Source: an optimization exercise on an open RTL-to-GDS flow (aim: a short achievable clock period and few clock cycles). Production flows keep margins and buffers that such runs may drop. In this exercise RTL edits were held to simulation tests only and were not proved equivalent to the original. Power is estimated from default activity; no workload was simulated.

==> tundra: inputs <==
==> flow/design.v (excerpt) <==
module cache_subsystem (
	input  logic         clk,
	input  logic         rst_n,
	input  logic         port0_read,
	input  logic         port0_write,
	input  logic [29:0]  port0_addr,
	input  logic [31:0]  port0_wdata,
	output logic [31:0]  port0_rdata,
	output logic         port0_stall,
	input  logic         port1_read,
	input  logic         port1_write,
	input  logic [29:0]  port1_addr,
	input  logic [31:0]  port1_wdata,
	output logic [31:0]  port1_rdata,
	output logic         port1_stall,
	output logic         mem_req,
	output logic         mem_write,
	output logic [27:0]  mem_block,
	output logic [127:0] mem_wdata,
	input  logic         mem_ack,
	input  logic [127:0] mem_rdata
);
clock: 6.0 ns
lec_check: 0
abc_clock_period_in_ps: 2000
cap_margin: 20
core_margin: 2
core_utilization: 30
setup_slack_margin: 3.4
slew_margin: 20
tns_end_percent: 10
run.sh (not shown) runs the stock make flow with config.mk's settings and CLKGATE_MAP_FILE= SYNTH_SCRIPT=/design/flow/synth_recipe.tcl, a recipe that flattens the netlist after the stock synthesis.
==> inputs of maple, as changes to tundra <==
==> flow/design.v (replaced) <==
`timescale 1ns/1ps
module cache_lines (
	input  logic         clk,
	input  logic         rst_n,
	input  logic [29:0]  addr,
	input  logic         wr_word,
	input  logic [31:0]  wdata,
	input  logic         fill,
	input  logic         filling,
	input  logic         fill_wr,
	input  logic [127:0] fill_data,
	output logic         hit,
	output logic         dirty,
	output logic [31:0]  rdata,
	output logic [27:0]  victim_block,
	output logic [127:0] victim_data
);
	localparam int INDEX_W = 3;
	localparam int TAG_W = 25;
	localparam int LINES = 1 << INDEX_W;
	logic [127:0]       data_mem [0:LINES-1];
	logic [TAG_W-1:0]   tag_mem  [0:LINES-1];
	logic [LINES-1:0]   valid_q;
	logic [LINES-1:0]   dirty_q;
	logic [INDEX_W-1:0] idx;
	logic [TAG_W-1:0]   tag;
	logic [1:0]         word;
	logic [LINES-1:0]   line_hit;
	logic [127:0]       fill_line;
	assign idx = addr[4:2];
	assign tag = addr[29:5];
	assign word = addr[1:0];
	always_comb begin
		for (int i = 0; i < LINES; i++)
			line_hit[i] = valid_q[i] && (tag_mem[i] == tag);
	end
	assign hit = line_hit[idx];
	assign dirty = valid_q[idx] && dirty_q[idx];
	assign rdata = data_mem[idx][word*32 +: 32];
	assign victim_block = {tag_mem[idx], idx};
	assign victim_data = data_mem[idx];
	always_comb begin
		fill_line = fill_data;
		if (fill_wr)
			fill_line[word*32 +: 32] = wdata;
	end
	always_ff @(posedge clk or negedge rst_n) begin
		if (!rst_n) begin
			valid_q <= '0;
			dirty_q <= '0;
		end else if (fill) begin
			valid_q[idx] <= 1'b1;
			dirty_q[idx] <= fill_wr;
		end else if (wr_word) begin
			dirty_q[idx] <= 1'b1;
		end
	end
	always_ff @(posedge clk) begin
		if (fill || wr_word) begin
			if (filling)
				data_mem[idx] <= fill_line;
			else
				data_mem[idx][word*32 +: 32] <= wdata;
		end
		if (fill)
			tag_mem[idx] <= tag;
	end
endmodule
`timescale 1ns/1ps
module cache_ctrl (
	input  logic         clk,
	input  logic         rst_n,
	input  logic         cpu_read,
	input  logic         cpu_write,
	input  logic [29:0]  cpu_addr,
	input  logic [31:0]  cpu_wdata,
	output logic [31:0]  cpu_rdata,
	output logic         cpu_stall,
	output logic         nxt_req,
	output logic         nxt_sure,
	output logic         nxt_maybe,
	output logic         nxt_write,
	output logic         nxt_fill,
	output logic         nxt_wfill,
	output logic [27:0]  nxt_block,
	output logic [127:0] nxt_wdata,
	input  logic         mem_ack,
	input  logic         own_wfill,
	input  logic         link_ack,
	input  logic [127:0] mem_rdata
);
	localparam logic [1:0] IDLE = 2'd0;
	localparam logic [1:0] DONE = 2'd1;
	localparam logic [1:0] WB   = 2'd2;
	localparam logic [1:0] FILL = 2'd3;
	logic [1:0]   state;
	logic [1:0]   state_next;
	logic         live;
	logic         hit;
	logic         dirty;
	logic         wr_word;
	logic         wr_q;
	logic         fill;
	logic [31:0]  rdata;
	logic [31:0]  rdata_q;
	logic         done_q;
	logic [27:0]  victim_block;
	logic [127:0] victim_data;
	assign live = cpu_read || cpu_write;
	assign wr_word = (state == DONE) && wr_q;
	assign fill = (state == FILL) && mem_ack;
	cache_lines u_lines (
		.clk          (clk),
		.rst_n        (rst_n),
		.addr         (cpu_addr),
		.wr_word      (wr_word),
		.wdata        (cpu_wdata),
		.fill         (fill),
		.filling      (state == FILL),
		.fill_wr      (wr_q),
		.fill_data    (mem_rdata),
		.hit          (hit),
		.dirty        (dirty),
		.rdata        (rdata),
		.victim_block (victim_block),
		.victim_data  (victim_data)
	);
	always_comb begin
		state_next = state;
		case (state)
			IDLE: begin
				if (live)
					state_next = hit ? DONE : (dirty ? WB : FILL);
			end
			DONE: state_next = IDLE;
			WB: begin
				if (mem_ack)
					state_next = FILL;
			end
			FILL: begin
				if (mem_ack)
					state_next = wr_q ? IDLE : DONE;
			end
			default: state_next = IDLE;
		endcase
	end
	always_ff @(posedge clk or negedge rst_n) begin
		if (!rst_n) begin
			state <= IDLE;
			done_q <= 1'b0;
		end else begin
			state <= state_next;
			done_q <= (state_next == DONE);
		end
	end
	always_ff @(posedge clk) begin
		wr_q <= cpu_write;
		if (state == FILL) begin
			rdata_q <= mem_rdata[cpu_addr[1:0]*32 +: 32];
		end else begin
			rdata_q <= rdata;
		end
	end
	assign nxt_req = (state_next == WB) || (state_next == FILL);
	assign nxt_sure = (state == WB) || ((state == FILL) && !mem_ack);
	assign nxt_maybe = (state == IDLE) && live;
	assign nxt_fill = (state == WB) ? mem_ack : (state == FILL);
	assign nxt_write = (state == WB) ? !mem_ack : ((state == IDLE) && dirty);
	assign nxt_wfill = (state_next == FILL) && cpu_write;
	assign nxt_block = nxt_write ? victim_block : cpu_addr[29:2];
	assign nxt_wdata = victim_data;
	assign cpu_rdata = rdata_q;
	assign cpu_stall = !(done_q || (own_wfill && link_ack));
endmodule
`timescale 1ns/1ps
module mem_arbiter (
	input  logic         clk,
	input  logic         rst_n,
	input  logic         p0_req,
	input  logic         p0_sure,
	input  logic         p0_maybe,
	input  logic         p0_write,
	input  logic         p0_fill,
	input  logic         p0_wfill,
	input  logic [27:0]  p0_block,
	input  logic [127:0] p0_wdata,
	input  logic         p1_req,
	input  logic         p1_sure,
	input  logic         p1_maybe,
	input  logic         p1_write,
	input  logic         p1_fill,
	input  logic         p1_wfill,
	input  logic [27:0]  p1_block,
	input  logic [127:0] p1_wdata,
	input  logic         p0_done,
	input  logic         p1_done,
	output logic         p0_ack,
	output logic         p1_ack,
	output logic         p0_own_wfill,
	output logic         p1_own_wfill,
	output logic         mem_req,
	output logic         mem_write,
	output logic [27:0]  mem_block,
	output logic [127:0] mem_wdata,
	input  logic         mem_ack
);
	logic         busy;
	logic         owner;
	logic         cand;
	logic         due;
	logic         ahead;
	logic         busy_next;
	logic         owner_next;
	logic         pick;
	logic         sel;
	logic         write_q;
	logic [27:0]  block_q;
	logic [127:0] wdata_q;
	logic [1:0]   own_wfill_q;
	logic signed [7:0] diff;
	logic signed [7:0] diff_next;
	always_comb begin
		diff_next = diff;
		if (p0_done && !p1_done && diff != 8'sd127)
			diff_next = diff + 8'sd1;
		else if (p1_done && !p0_done && diff != -8'sd127)
			diff_next = diff - 8'sd1;
	end
	always_ff @(posedge clk or negedge rst_n) begin
		if (!rst_n)
			diff <= '0;
		else
			diff <= diff_next;
	end
	always_comb begin
		if (p0_sure && p1_sure) begin
			if (p0_fill != p1_fill)
				pick = p1_fill;
			else
				pick = ahead;
		end else if (p0_sure || p1_sure) begin
			pick = p1_sure;
		end else if (p0_maybe && p1_maybe) begin
			pick = ahead;
		end else begin
			pick = p1_maybe;
		end
	end
	always_comb begin
		busy_next = busy;
		owner_next = owner;
		if (busy) begin
			if (mem_ack)
				busy_next = 1'b0;
		end else if (mem_req) begin
			busy_next = 1'b1;
			owner_next = cand;
		end
	end
	assign sel = busy_next ? owner_next : pick;
	always_ff @(posedge clk or negedge rst_n) begin
		if (!rst_n) begin
			busy <= 1'b0;
			owner <= 1'b0;
			cand <= 1'b0;
			due <= 1'b0;
			own_wfill_q <= 2'b00;
			ahead <= 1'b0;
		end else begin
			busy <= busy_next;
			owner <= owner_next;
			cand <= sel;
			due <= busy_next || (sel ? p1_req : p0_req);
			own_wfill_q[0] <= busy_next && !owner_next && p0_wfill;
			own_wfill_q[1] <= busy_next && owner_next && p1_wfill;
			ahead <= (diff_next > 8'sd0);
		end
	end
	always_ff @(posedge clk) begin
		write_q <= sel ? p1_write : p0_write;
		block_q <= sel ? p1_block : p0_block;
		wdata_q <= sel ? p1_wdata : p0_wdata;
	end
	assign mem_req = due && !mem_ack;
	assign mem_write = write_q;
	assign mem_block = block_q;
	assign mem_wdata = wdata_q;
	assign p0_ack = busy && !owner && mem_ack;
	assign p1_ack = busy && owner && mem_ack;
	assign p0_own_wfill = own_wfill_q[0];
	assign p1_own_wfill = own_wfill_q[1];
endmodule
`timescale 1ns/1ps
module cache_subsystem (
	input  logic         clk,
	input  logic         rst_n,
	input  logic         port0_read,
	input  logic         port0_write,
	input  logic [29:0]  port0_addr,
	input  logic [31:0]  port0_wdata,
	output logic [31:0]  port0_rdata,
	output logic         port0_stall,
	input  logic         port1_read,
	input  logic         port1_write,
	input  logic [29:0]  port1_addr,
	input  logic [31:0]  port1_wdata,
	output logic [31:0]  port1_rdata,
	output logic         port1_stall,
	output logic         mem_req,
	output logic         mem_write,
	output logic [27:0]  mem_block,
	output logic [127:0] mem_wdata,
	input  logic         mem_ack,
	input  logic [127:0] mem_rdata
);
	logic         c0_req, c1_req;
	logic         c0_write, c1_write;
	logic         c0_fill, c1_fill;
	logic         c0_sure, c1_sure;
	logic         c0_wfill, c1_wfill;
	logic         c0_own_wfill, c1_own_wfill;
	logic         c0_maybe, c1_maybe;
	logic [27:0]  c0_block, c1_block;
	logic [127:0] c0_wdata, c1_wdata;
	logic         c0_ack, c1_ack;
	cache_ctrl u_cache0 (
		.clk       (clk),
		.rst_n     (rst_n),
		.cpu_read  (port0_read),
		.cpu_write (port0_write),
		.cpu_addr  (port0_addr),
		.cpu_wdata (port0_wdata),
		.cpu_rdata (port0_rdata),
		.cpu_stall (port0_stall),
		.nxt_req   (c0_req),
		.nxt_sure  (c0_sure),
		.nxt_maybe (c0_maybe),
		.nxt_write (c0_write),
		.nxt_fill  (c0_fill),
		.nxt_wfill (c0_wfill),
		.nxt_block (c0_block),
		.nxt_wdata (c0_wdata),
		.mem_ack   (c0_ack),
		.own_wfill (c0_own_wfill),
		.link_ack  (mem_ack),
		.mem_rdata (mem_rdata)
	);
	cache_ctrl u_cache1 (
		.clk       (clk),
		.rst_n     (rst_n),
		.cpu_read  (port1_read),
		.cpu_write (port1_write),
		.cpu_addr  (port1_addr),
		.cpu_wdata (port1_wdata),
		.cpu_rdata (port1_rdata),
		.cpu_stall (port1_stall),
		.nxt_req   (c1_req),
		.nxt_sure  (c1_sure),
		.nxt_maybe (c1_maybe),
		.nxt_write (c1_write),
		.nxt_fill  (c1_fill),
		.nxt_wfill (c1_wfill),
		.nxt_block (c1_block),
		.nxt_wdata (c1_wdata),
		.mem_ack   (c1_ack),
		.own_wfill (c1_own_wfill),
		.link_ack  (mem_ack),
		.mem_rdata (mem_rdata)
	);
	mem_arbiter u_arbiter (
		.clk         (clk),
		.rst_n       (rst_n),
		.p0_req      (c0_req),
		.p0_sure     (c0_sure),
		.p0_maybe    (c0_maybe),
		.p0_write    (c0_write),
		.p0_fill     (c0_fill),
		.p0_wfill    (c0_wfill),
		.p0_block    (c0_block),
		.p0_wdata    (c0_wdata),
		.p1_req      (c1_req),
		.p1_sure     (c1_sure),
		.p1_maybe    (c1_maybe),
		.p1_write    (c1_write),
		.p1_fill     (c1_fill),
		.p1_wfill    (c1_wfill),
		.p1_block    (c1_block),
		.p1_wdata    (c1_wdata),
		.p0_done     (!port0_stall && (port0_read || port0_write)),
		.p1_done     (!port1_stall && (port1_read || port1_write)),
		.p0_ack      (c0_ack),
		.p0_own_wfill (c0_own_wfill),
		.p1_ack      (c1_ack),
		.p1_own_wfill (c1_own_wfill),
		.mem_req     (mem_req),
		.mem_write   (mem_write),
		.mem_block   (mem_block),
		.mem_wdata   (mem_wdata),
		.mem_ack     (mem_ack)
	);
endmodule
==> flow/flow/run.sh (new file) <==
#!/bin/bash
# Own flow: the standard layout (standard.sh, whole), with the port
# buffers made of plain buffers (sky130_fd_sc_hd__buf_4) that the resizer
# may size, instead of the delay cells buffer_ports picks by default, and
# the pins of mem_ack and mem_req kept side by side (flow/io.tcl).
# make's full output goes to make_finish.log in the work folder; ORFS keeps
# each step's log under orfs/logs/.
set -euo pipefail
IO="$PWD/flow/io.tcl"
export BUFFER_PORTS_ARGS="-buffer_cell sky130_fd_sc_hd__buf_4"
export MATCH_CELL_FOOTPRINT=0
export IO_CONSTRAINTS="$IO"
bash standard.sh MATCH_CELL_FOOTPRINT=0 \
	"BUFFER_PORTS_ARGS=-buffer_cell sky130_fd_sc_hd__buf_4" \
	"IO_CONSTRAINTS=$IO" finish \
	> make_finish.log 2>&1
==> flow/flow/io.tcl (new file) <==
# Keep mem_ack and mem_req side by side on the die's edge: the request is
# one gate from the acknowledge.
set_io_pin_constraint -group -order -pin_names {mem_ack mem_req}
==> flow/standard.sh (new file) <==
#!/bin/bash
# synth_recipe.tcl (not shown) runs the flow's synth.tcl, then flattens the netlist and writes it again
# the make line also repeats each setting of config.mk as NAME=value (left out here)
make -C /OpenROAD-flow-scripts/flow DESIGN_CONFIG=/design/flow/config.mk WORK_HOME=/design/flow/orfs CLKGATE_MAP_FILE= SYNTH_SCRIPT=/design/flow/synth_recipe.tcl "${@:-finish}"
==> flow/config.mk (replaced) <==
export PLATFORM = sky130hd
export DESIGN_NAME = cache_subsystem
export DESIGN_NICKNAME = cache_subsystem
export VERILOG_FILES = /design/flow/design.v
export SDC_FILE = /design/flow/constraint.sdc
export NUM_CORES = 4
export LEC_CHECK = 0
export ABC_CLOCK_PERIOD_IN_PS = 2000
export CAP_MARGIN = 20
export CORE_MARGIN = 2
export CORE_UTILIZATION = 55
export SETUP_SLACK_MARGIN = 3.4
export SLEW_MARGIN = 20
export TNS_END_PERCENT = 100
removed: flow/run.sh
==> inputs of delta, as changes to tundra <==
--- a/flow/design.v
+++ b/flow/design.v
@@ -1,16 +1,17 @@
 `timescale 1ns/1ps
 module cache_lines (
 	input  logic         clk,
 	input  logic         rst_n,
 	input  logic [29:0]  addr,
 	input  logic         wr_word,
 	input  logic [31:0]  wdata,
 	input  logic         fill,
+	input  logic         fill_wr,
 	input  logic [127:0] fill_data,
 	output logic         hit,
 	output logic         dirty,
 	output logic [31:0]  rdata,
 	output logic [27:0]  victim_block,
 	output logic [127:0] victim_data
 );
 	localparam int INDEX_W = 3;
@@ -19,42 +20,48 @@
 	logic [127:0]       data_mem [0:LINES-1];
 	logic [TAG_W-1:0]   tag_mem  [0:LINES-1];
 	logic [LINES-1:0]   valid_q;
 	logic [LINES-1:0]   dirty_q;
 	logic [INDEX_W-1:0] idx;
 	logic [TAG_W-1:0]   tag;
 	logic [1:0]         word;
 	logic [LINES-1:0]   line_hit;
+	logic [127:0]       fill_line;
 	assign idx = addr[4:2];
 	assign tag = addr[29:5];
 	assign word = addr[1:0];
 	always_comb begin
 		for (int i = 0; i < LINES; i++)
 			line_hit[i] = valid_q[i] && (tag_mem[i] == tag);
 	end
 	assign hit = line_hit[idx];
 	assign dirty = valid_q[idx] && dirty_q[idx];
 	assign rdata = data_mem[idx][word*32 +: 32];
 	assign victim_block = {tag_mem[idx], idx};
 	assign victim_data = data_mem[idx];
+	always_comb begin
+		fill_line = fill_data;
+		if (fill_wr)
+			fill_line[word*32 +: 32] = wdata;
+	end
 	always_ff @(posedge clk or negedge rst_n) begin
 		if (!rst_n) begin
 			valid_q <= '0;
 			dirty_q <= '0;
 		end else if (fill) begin
 			valid_q[idx] <= 1'b1;
-			dirty_q[idx] <= 1'b0;
+			dirty_q[idx] <= fill_wr;
 		end else if (wr_word) begin
 			dirty_q[idx] <= 1'b1;
 		end
 	end
 	always_ff @(posedge clk) begin
 		if (fill) begin
-			data_mem[idx] <= fill_data;
+			data_mem[idx] <= fill_line;
 			tag_mem[idx] <= tag;
 		end else if (wr_word) begin
 			data_mem[idx][word*32 +: 32] <= wdata;
 		end
 	end
 endmodule
 `timescale 1ns/1ps
 module cache_ctrl (
@@ -83,32 +90,35 @@
 	logic [1:0]   state;
 	logic [1:0]   state_next;
 	logic         live;
 	logic         hit;
 	logic         dirty;
 	logic         wr_word;
 	logic         wr_q;
 	logic         fill;
+	logic         filled_q;
+	logic [127:0] fill_buf;
 	logic [31:0]  rdata;
 	logic [31:0]  rdata_q;
-	logic         stall_q;
+	logic         done_q;
 	logic [27:0]  victim_block;
 	logic [127:0] victim_data;
 	assign live = cpu_read || cpu_write;
 	assign wr_word = (state == DONE) && wr_q;
-	assign fill = (state == FILL) && mem_ack;
+	assign fill = (state == DONE) && filled_q;
 	cache_lines u_lines (
 		.clk          (clk),
 		.rst_n        (rst_n),
 		.addr         (cpu_addr),
 		.wr_word      (wr_word),
 		.wdata        (cpu_wdata),
 		.fill         (fill),
-		.fill_data    (mem_rdata),
+		.fill_wr      (wr_q),
+		.fill_data    (fill_buf),
 		.hit          (hit),
 		.dirty        (dirty),
 		.rdata        (rdata),
 		.victim_block (victim_block),
 		.victim_data  (victim_data)
 	);
 	always_comb begin
 		state_next = state;
@@ -127,38 +137,42 @@
 					state_next = DONE;
 			end
 			default: state_next = IDLE;
 		endcase
 	end
 	always_ff @(posedge clk or negedge rst_n) begin
 		if (!rst_n) begin
 			state <= IDLE;
-			stall_q <= 1'b1;
+			done_q <= 1'b0;
+			filled_q <= 1'b0;
 		end else begin
 			state <= state_next;
-			stall_q <= (state_next != DONE);
+			done_q <= (state_next == DONE);
+			filled_q <= (state == FILL);
 		end
 	end
 	always_ff @(posedge clk) begin
 		wr_q <= cpu_write;
-		if (fill)
+		if (state == FILL) begin
+			fill_buf <= mem_rdata;
 			rdata_q <= mem_rdata[cpu_addr[1:0]*32 +: 32];
-		else
+		end else begin
 			rdata_q <= rdata;
+		end
 	end
 	assign nxt_req = (state_next == WB) || (state_next == FILL);
 	assign nxt_sure = (state == WB) || ((state == FILL) && !mem_ack);
 	assign nxt_maybe = (state == IDLE) && live;
 	assign nxt_fill = (state == WB) ? mem_ack : (state == FILL);
 	assign nxt_write = (state == WB) ? !mem_ack : ((state == IDLE) && dirty);
 	assign nxt_block = nxt_write ? victim_block : cpu_addr[29:2];
 	assign nxt_wdata = victim_data;
 	assign cpu_rdata = rdata_q;
-	assign cpu_stall = stall_q;
+	assign cpu_stall = !done_q;
 endmodule
 `timescale 1ns/1ps
 module mem_arbiter (
 	input  logic         clk,
 	input  logic         rst_n,
 	input  logic         p0_req,
 	input  logic         p0_sure,
 	input  logic         p0_maybe,
@@ -182,42 +196,49 @@
 	output logic [27:0]  mem_block,
 	output logic [127:0] mem_wdata,
 	input  logic         mem_ack
 );
 	logic         busy;
 	logic         owner;
 	logic         cand;
 	logic         due;
+	logic         ahead;
 	logic         busy_next;
 	logic         owner_next;
 	logic         pick;
 	logic         sel;
 	logic         write_q;
 	logic [27:0]  block_q;
 	logic [127:0] wdata_q;
 	logic signed [7:0] diff;
+	logic signed [7:0] diff_next;
+	always_comb begin
+		diff_next = diff;
+		if (p0_done && !p1_done && diff != 8'sd127)
+			diff_next = diff + 8'sd1;
+		else if (p1_done && !p0_done && diff != -8'sd127)
+			diff_next = diff - 8'sd1;
+	end
 	always_ff @(posedge clk or negedge rst_n) begin
 		if (!rst_n)
 			diff <= '0;
-		else if (p0_done && !p1_done && diff != 8'sd127)
-			diff <= diff + 8'sd1;
-		else if (p1_done && !p0_done && diff != -8'sd127)
-			diff <= diff - 8'sd1;
+		else
+			diff <= diff_next;
 	end
 	always_comb begin
 		if (p0_sure && p1_sure) begin
 			if (p0_fill != p1_fill)
 				pick = p1_fill;
 			else
-				pick = (diff > 8'sd0);
+				pick = ahead;
 		end else if (p0_sure || p1_sure) begin
 			pick = p1_sure;
 		end else if (p0_maybe && p1_maybe) begin
-			pick = (diff > 8'sd0);
+			pick = ahead;
 		end else begin
 			pick = p1_maybe;
 		end
 	end
 	always_comb begin
 		busy_next = busy;
 		owner_next = owner;
 		if (busy) begin
@@ -230,21 +251,23 @@
 	end
 	assign sel = busy_next ? owner_next : pick;
 	always_ff @(posedge clk or negedge rst_n) begin
 		if (!rst_n) begin
 			busy <= 1'b0;
 			owner <= 1'b0;
 			cand <= 1'b0;
 			due <= 1'b0;
+			ahead <= 1'b0;
 		end else begin
 			busy <= busy_next;
 			owner <= owner_next;
 			cand <= sel;
 			due <= busy_next || (sel ? p1_req : p0_req);
+			ahead <= (diff_next > 8'sd0);
 		end
 	end
 	always_ff @(posedge clk) begin
 		write_q <= sel ? p1_write : p0_write;
 		block_q <= sel ? p1_block : p0_block;
 		wdata_q <= sel ? p1_wdata : p0_wdata;
 	end
 	assign mem_req = due && !mem_ack;
==> flow/flow/run.sh (new file) <==
#!/bin/bash
# Own flow: the standard layout (standard.sh, whole), with the port
# buffers made of plain buffers (sky130_fd_sc_hd__buf_4) that the resizer
# may size, instead of the delay cells buffer_ports picks by default, and
# the pins of mem_ack and mem_req kept side by side (flow/io.tcl).
# make's full output goes to make_finish.log in the work folder; ORFS keeps
# each step's log under orfs/logs/.
set -euo pipefail
IO="$PWD/flow/io.tcl"
export BUFFER_PORTS_ARGS="-buffer_cell sky130_fd_sc_hd__buf_4"
export MATCH_CELL_FOOTPRINT=0
export IO_CONSTRAINTS="$IO"
bash standard.sh MATCH_CELL_FOOTPRINT=0 \
	"BUFFER_PORTS_ARGS=-buffer_cell sky130_fd_sc_hd__buf_4" \
	"IO_CONSTRAINTS=$IO" finish \
	> make_finish.log 2>&1
==> flow/flow/io.tcl (new file) <==
# Keep mem_ack and mem_req side by side on the die's edge: the request is
# one gate from the acknowledge.
set_io_pin_constraint -group -order -pin_names {mem_ack mem_req}
==> flow/standard.sh (new file) <==
#!/bin/bash
# synth_recipe.tcl (not shown) runs the flow's synth.tcl, then flattens the netlist and writes it again
# the make line also repeats each setting of config.mk as NAME=value (left out here)
make -C /OpenROAD-flow-scripts/flow DESIGN_CONFIG=/design/flow/config.mk WORK_HOME=/design/flow/orfs CLKGATE_MAP_FILE= SYNTH_SCRIPT=/design/flow/synth_recipe.tcl "${@:-finish}"
--- a/flow/config.mk
+++ b/flow/config.mk
@@ -6,9 +6,9 @@
 export NUM_CORES = 4
 export LEC_CHECK = 0
 export ABC_CLOCK_PERIOD_IN_PS = 2000
 export CAP_MARGIN = 20
 export CORE_MARGIN = 2
 export CORE_UTILIZATION = 30
 export SETUP_SLACK_MARGIN = 3.4
 export SLEW_MARGIN = 20
-export TNS_END_PERCENT = 10
+export TNS_END_PERCENT = 100
removed: flow/run.sh
==> comparison <==
Clock-buffer cell count: maple is higher than delta (40).
Total power: delta > maple > tundra.
The lowest maximum frequency belongs to delta, the highest to tundra.
Sequential share of layout area, lowest first: maple, tundra, delta.
Against tundra, the clock power of maple is smaller by about 2%.
The highest core utilization belongs to maple, the lowest to tundra.
Cell count, highest first: delta, tundra, maple.
Routed wire length: maple is larger than tundra (6.1%).
Against maple, the synthesized cell count of delta is lower by about 5%.
==> figures <==
| quantity | maple | tundra | delta |
|---|---|---|---|
| HPWL reported at the end of detailed placement | 324 mm | 319 mm | 348 mm |
| Period minus WS final | 2.97 ns | 2.96 ns | 2.99 ns |
| Y dimension of the die | 455 µm | 614 µm | 628 µm |
| Run status | complete, no violations | complete, no violations | complete, no violations |
| Worst-case register-to-register setup slack | 3.03 ns | 3.04 ns | 3.17 ns |
| Cell count after placement | 10.5k | 12.1k | 12.7k |
| Post-synthesis area per instance | 14.7 µm² | 16.2 µm² | 16.0 µm² |
| Die Area | 207,000 µm² | 377,000 µm² | 394,000 µm² |
| Worst R2R End | u_arbiter.block_q[4] | u_arbiter.wdata_q[94] | u_arbiter.block_q[25] |
| Setup crit end | u_arbiter.block_q[4] | u_arbiter.wdata_q[94] | u_cache0.rdata_q[1] |
| Die width | 455 µm | 614 µm | 628 µm |
| Sequential cell count | 2,724 | 2,721 | 2,980 |
| Clock net power | 18.0 mW | 18.4 mW | 18.4 mW |
| Overall routed net length | 538 mm | 506 mm | 556 mm |
| Startpoint of the most critical setup path | u_cache0.u_lines.valid_q[3] | u_cache1.state[1] | port0_addr[4] |
| Total combinational power | 14.2 mW | 9.89 mW | 14.8 mW |
| Hold_ws | 0.351 ns | 0.437 ns | 0.466 ns |
| DRT met1 WL | 171 mm | 174 mm | 178 mm |
| Top fanout value on the critical path | 7 | 21 | 7 |
| Total internal power | 37.8 mW | 36.3 mW | 41.5 mW |
Testbench counts of tundra, summed over its fixed seeds: cycles 23,890.
Testbench counts of maple, summed over its fixed seeds: cycles 23,653.
Testbench counts of delta, summed over its fixed seeds: cycles 23,890.

## static timing again, ports no longer ideal
The flow's constraints put no driver on any port. The routed layouts listed below were extracted and timed again, unchanged, in two steps. Step 1 assumes that a clkbuf_16 drives the clock port and a buf_2 every other input. Step 2 adds t to the input delays and takes it off the output delays; t is the mean of the earliest and latest rising clock arrival at the registers after step 1. Input paths then give back, and output paths get back, about the clock's delay inside the block. Three values: ideal, step 1, step 2; two values: the first two.
run	t, ns	slack for setup (ns)	slew at the worst register clock pin (ns)	worst data-port slew with drivers (ns)	pins driven straight from the clock port
tundra	1.069	3.037 / 2.877 / 1.807	0.07 / 0.07	0.48	1
maple	1.054	3.028 / 2.889 / 1.835	0.07 / 0.07	0.38	1
delta	0.973	3.007 / 2.921 / 1.949	0.07 / 0.07	0.38	1
After both steps every run listed still meets setup and hold. For tundra, which loses most, drivers alone change the setup slack by -0.160 ns; drivers and shift together by -1.230 ns.
